This design comes from an exercise in tuning for small area and a short achievable clock period on the open sky130 flow, not from production work.
Where RTL was checked, it was by simulation tests only, not by an equivalence proof against the original.
The clock port is modelled as an ideal driver; clocking choices that lean on that would not hold on a real chip.
Power figures rest on the tool's default switching activity, not on a simulated workload.

04-12:
==> module apb_cfg_regs, before the edit <==
module apb_cfg_regs #(
	parameter int CNT_W = 32
) (
	input  logic             clk200_i,
	input  logic             gc_rst,
	input  logic             apb_psel_i,
	input  logic             apb_penable_i,
	input  logic             apb_pwrite_i,
	input  logic [7:0]       apb_paddr_i,
	input  logic [31:0]      apb_pwdata_i,
	output logic [31:0]      apb_prdata_o,
	output logic             apb_pready_o,
	output logic             apb_pslverr_o,
	output logic             cfg_enable,
	output logic             cfg_start,
	output logic [2:0]       cfg_mode,
	output logic [5:0]       cfg_index_bits,
	output logic [5:0]       cfg_stop_bits,
	output logic [13:0]      cfg_tdc_shift,
	output logic             shift_wr,
	output logic [31:0]      cfg_gate0,
	output logic [31:0]      cfg_gate1,
	input  logic [CNT_W-1:0] cnt_total,
	input  logic [CNT_W-1:0] cnt_click0,
	input  logic [CNT_W-1:0] cnt_click1,
	input  logic             cnt_latched
);
	localparam int TIME_W = 14;
	localparam logic [7:0] REG_CTRL   = 8'h00;
	localparam logic [7:0] REG_FRAME  = 8'h04;
	localparam logic [7:0] REG_SHIFT  = 8'h08;
	localparam logic [7:0] REG_GATE0  = 8'h0C;
	localparam logic [7:0] REG_GATE1  = 8'h10;
	localparam logic [7:0] REG_TOTAL  = 8'h14;
	localparam logic [7:0] REG_CLICK0 = 8'h18;
	localparam logic [7:0] REG_CLICK1 = 8'h1C;
	localparam logic [2:0] MODE_OFF = 3'd0;
	logic addr_hit;
	logic wr_en;
	assign addr_hit = (apb_paddr_i[7:5] == 3'd0) && (apb_paddr_i[1:0] == 2'd0);
	assign apb_pready_o  = 1'b1;
	assign apb_pslverr_o = apb_psel_i & apb_penable_i & ~addr_hit;
	assign wr_en         = apb_psel_i & apb_penable_i & apb_pwrite_i & addr_hit;
	always_ff @(posedge clk200_i or posedge gc_rst) begin
		if (gc_rst) begin
			cfg_enable     <= 1'b0;
			cfg_start      <= 1'b0;
			cfg_mode       <= MODE_OFF;
			cfg_index_bits <= '0;
			cfg_stop_bits  <= '0;
			cfg_tdc_shift  <= '0;
			cfg_gate0      <= '0;
			cfg_gate1      <= '0;
		end else if (wr_en) begin
			case (apb_paddr_i)
				REG_CTRL: begin
					cfg_enable <= apb_pwdata_i[0];
					cfg_start  <= apb_pwdata_i[1];
					cfg_mode   <= apb_pwdata_i[4:2];
				end
				REG_FRAME: begin
					cfg_index_bits <= apb_pwdata_i[5:0];
					cfg_stop_bits  <= apb_pwdata_i[13:8];
				end
				REG_SHIFT: cfg_tdc_shift <= apb_pwdata_i[TIME_W-1:0];
				REG_GATE0: cfg_gate0 <= apb_pwdata_i;
				REG_GATE1: cfg_gate1 <= apb_pwdata_i;
				default: ;
			endcase
		end
	end
	assign shift_wr = wr_en && (apb_paddr_i == REG_SHIFT);
	always_comb begin
		case (apb_paddr_i)
			REG_CTRL:   apb_prdata_o = {23'd0, cnt_latched, 3'd0, cfg_mode, cfg_start, cfg_enable};
			REG_FRAME:  apb_prdata_o = {16'd0, 2'd0, cfg_stop_bits, 2'd0, cfg_index_bits};
			REG_SHIFT:  apb_prdata_o = {18'd0, cfg_tdc_shift};
			REG_GATE0:  apb_prdata_o = cfg_gate0;
			REG_GATE1:  apb_prdata_o = cfg_gate1;
			REG_TOTAL:  apb_prdata_o = 32'(cnt_total);
			REG_CLICK0: apb_prdata_o = 32'(cnt_click0);
			REG_CLICK1: apb_prdata_o = 32'(cnt_click1);
			default:    apb_prdata_o = '0;
		endcase
	end
endmodule
Settings: LEC_CHECK=0, CAP_MARGIN=20, CORE_MARGIN=2, CORE_UTILIZATION=40, CTS_BUF_LIST=sky130_fd_sc_hd__clkbuf_8, CTS_CLUSTER_DIAMETER=60, CTS_CLUSTER_SIZE=16, SETUP_SLACK_MARGIN=4.5, SLEW_MARGIN=20; clock period 10.0 ns.
standard.sh (not shown) runs the stock make flow with config.mk's settings and CLKGATE_MAP_FILE= SYNTH_SCRIPT=/design/flow/synth_recipe.tcl, a recipe that flattens the netlist after the stock synthesis.
==> flow/flow/run.sh <==
#!/bin/bash
# layout flow: the standard flow with the smallest buffer on the ports and an
# area recovery step (flow/downsize.tcl) after clock tree synthesis and after
# global routing
export BUFFER_PORTS_ARGS="-buffer_cell sky130_fd_sc_hd__buf_1"
export POST_CTS_TCL="$(pwd)/flow/post_cts.tcl"
export POST_GLOBAL_ROUTE_TCL="$(pwd)/flow/post_grt.tcl"
bash standard.sh > standard.log 2>&1
Other scripts of this flow, unchanged in this note and not shown: flow/flow/downsize.tcl, flow/flow/post_cts.tcl, flow/flow/post_grt.tcl
04-12: done, clean on timing, DRC and antenna
diff inputs: 04-12 => 07-20
--- a/flow/design.v
+++ b/flow/design.v
@@ -35,10 +35,11 @@
 	localparam logic [7:0] REG_TOTAL  = 8'h14;
 	localparam logic [7:0] REG_CLICK0 = 8'h18;
 	localparam logic [7:0] REG_CLICK1 = 8'h1C;
 	localparam logic [2:0] MODE_OFF = 3'd0;
 	logic addr_hit;
+	logic [31:0] rd_sel;
 	logic wr_en;
 	assign addr_hit = (apb_paddr_i[7:5] == 3'd0) && (apb_paddr_i[1:0] == 2'd0);
 	assign apb_pready_o  = 1'b1;
 	assign apb_pslverr_o = apb_psel_i & apb_penable_i & ~addr_hit;
 	assign wr_en         = apb_psel_i & apb_penable_i & apb_pwrite_i & addr_hit;
@@ -70,22 +71,22 @@
 			endcase
 		end
 	end
 	assign shift_wr = wr_en && (apb_paddr_i == REG_SHIFT);
 	always_comb begin
-		case (apb_paddr_i)
-			REG_CTRL:   apb_prdata_o = {23'd0, cnt_latched, 3'd0, cfg_mode, cfg_start, cfg_enable};
-			REG_FRAME:  apb_prdata_o = {16'd0, 2'd0, cfg_stop_bits, 2'd0, cfg_index_bits};
-			REG_SHIFT:  apb_prdata_o = {18'd0, cfg_tdc_shift};
-			REG_GATE0:  apb_prdata_o = cfg_gate0;
-			REG_GATE1:  apb_prdata_o = cfg_gate1;
-			REG_TOTAL:  apb_prdata_o = 32'(cnt_total);
-			REG_CLICK0: apb_prdata_o = 32'(cnt_click0);
-			REG_CLICK1: apb_prdata_o = 32'(cnt_click1);
-			default:    apb_prdata_o = '0;
+		case (apb_paddr_i[4:2])
+			3'd0:    rd_sel = {23'd0, cnt_latched, 3'd0, cfg_mode, cfg_start, cfg_enable};
+			3'd1:    rd_sel = {16'd0, 2'd0, cfg_stop_bits, 2'd0, cfg_index_bits};
+			3'd2:    rd_sel = {18'd0, cfg_tdc_shift};
+			3'd3:    rd_sel = cfg_gate0;
+			3'd4:    rd_sel = cfg_gate1;
+			3'd5:    rd_sel = 32'(cnt_total);
+			3'd6:    rd_sel = 32'(cnt_click0);
+			default: rd_sel = 32'(cnt_click1);
 		endcase
 	end
+	assign apb_prdata_o = rd_sel & {32{addr_hit}};
 endmodule
 `timescale 1ns/1ps
 module stop_frame_rx (
 	input  logic        clk200_i,
 	input  logic        gc_rst,
### Flow results
Synthesized net count (lower): 04-12
Worst hold slack down 0.039 ns in 07-20 wrt 04-12
Cmp 04-12 and 07-20 / post-synthesis compound-gate area fraction / lower: 07-20
Compared with 04-12, 07-20 shows total design power that has gone down by a few percent.
Compared with 04-12, in 07-20 combinational logic power shrank by 8.9%, pin count of the biggest net entering global routing has decreased, share of the clock period used by the worst path now sits higher.
07-20: area overhead of the layout relative to synthesis is 2.7 points lower than what 04-12 reported.
For 07-20, only the layout was checked, not whether the RTL still works.

afterwards: timing with drivers on the ports:
Ports are ideal in the flow. The routed layouts listed here were re-timed in OpenROAD.
Step 1: set_driving_cell puts a clkbuf_16 on clk200_i and a buf_2 on each other input, an assumption about the parent block.
Step 2 adds t to the input delays and takes it off the output delays; t is the mean of the earliest and latest rising clock arrival at the registers after step 1. Input paths then give back, and output paths get back, about the clock's delay inside the block.
a / b / c = ideal / step 1 / step 2; a / b = the first two.
run | shift t [ns] | slack for setup (ns) | cell pins on the clock port's net
04-12 | 0.674 | 4.418 / 4.385 / 3.887 | 1
07-20 | 0.653 | 4.362 / 4.340 / 3.793 | 1
After both steps every run listed still meets setup and hold. The setup slack of 07-20, which loses most, moves by -0.022 ns with the drivers and by -0.569 ns with both steps.
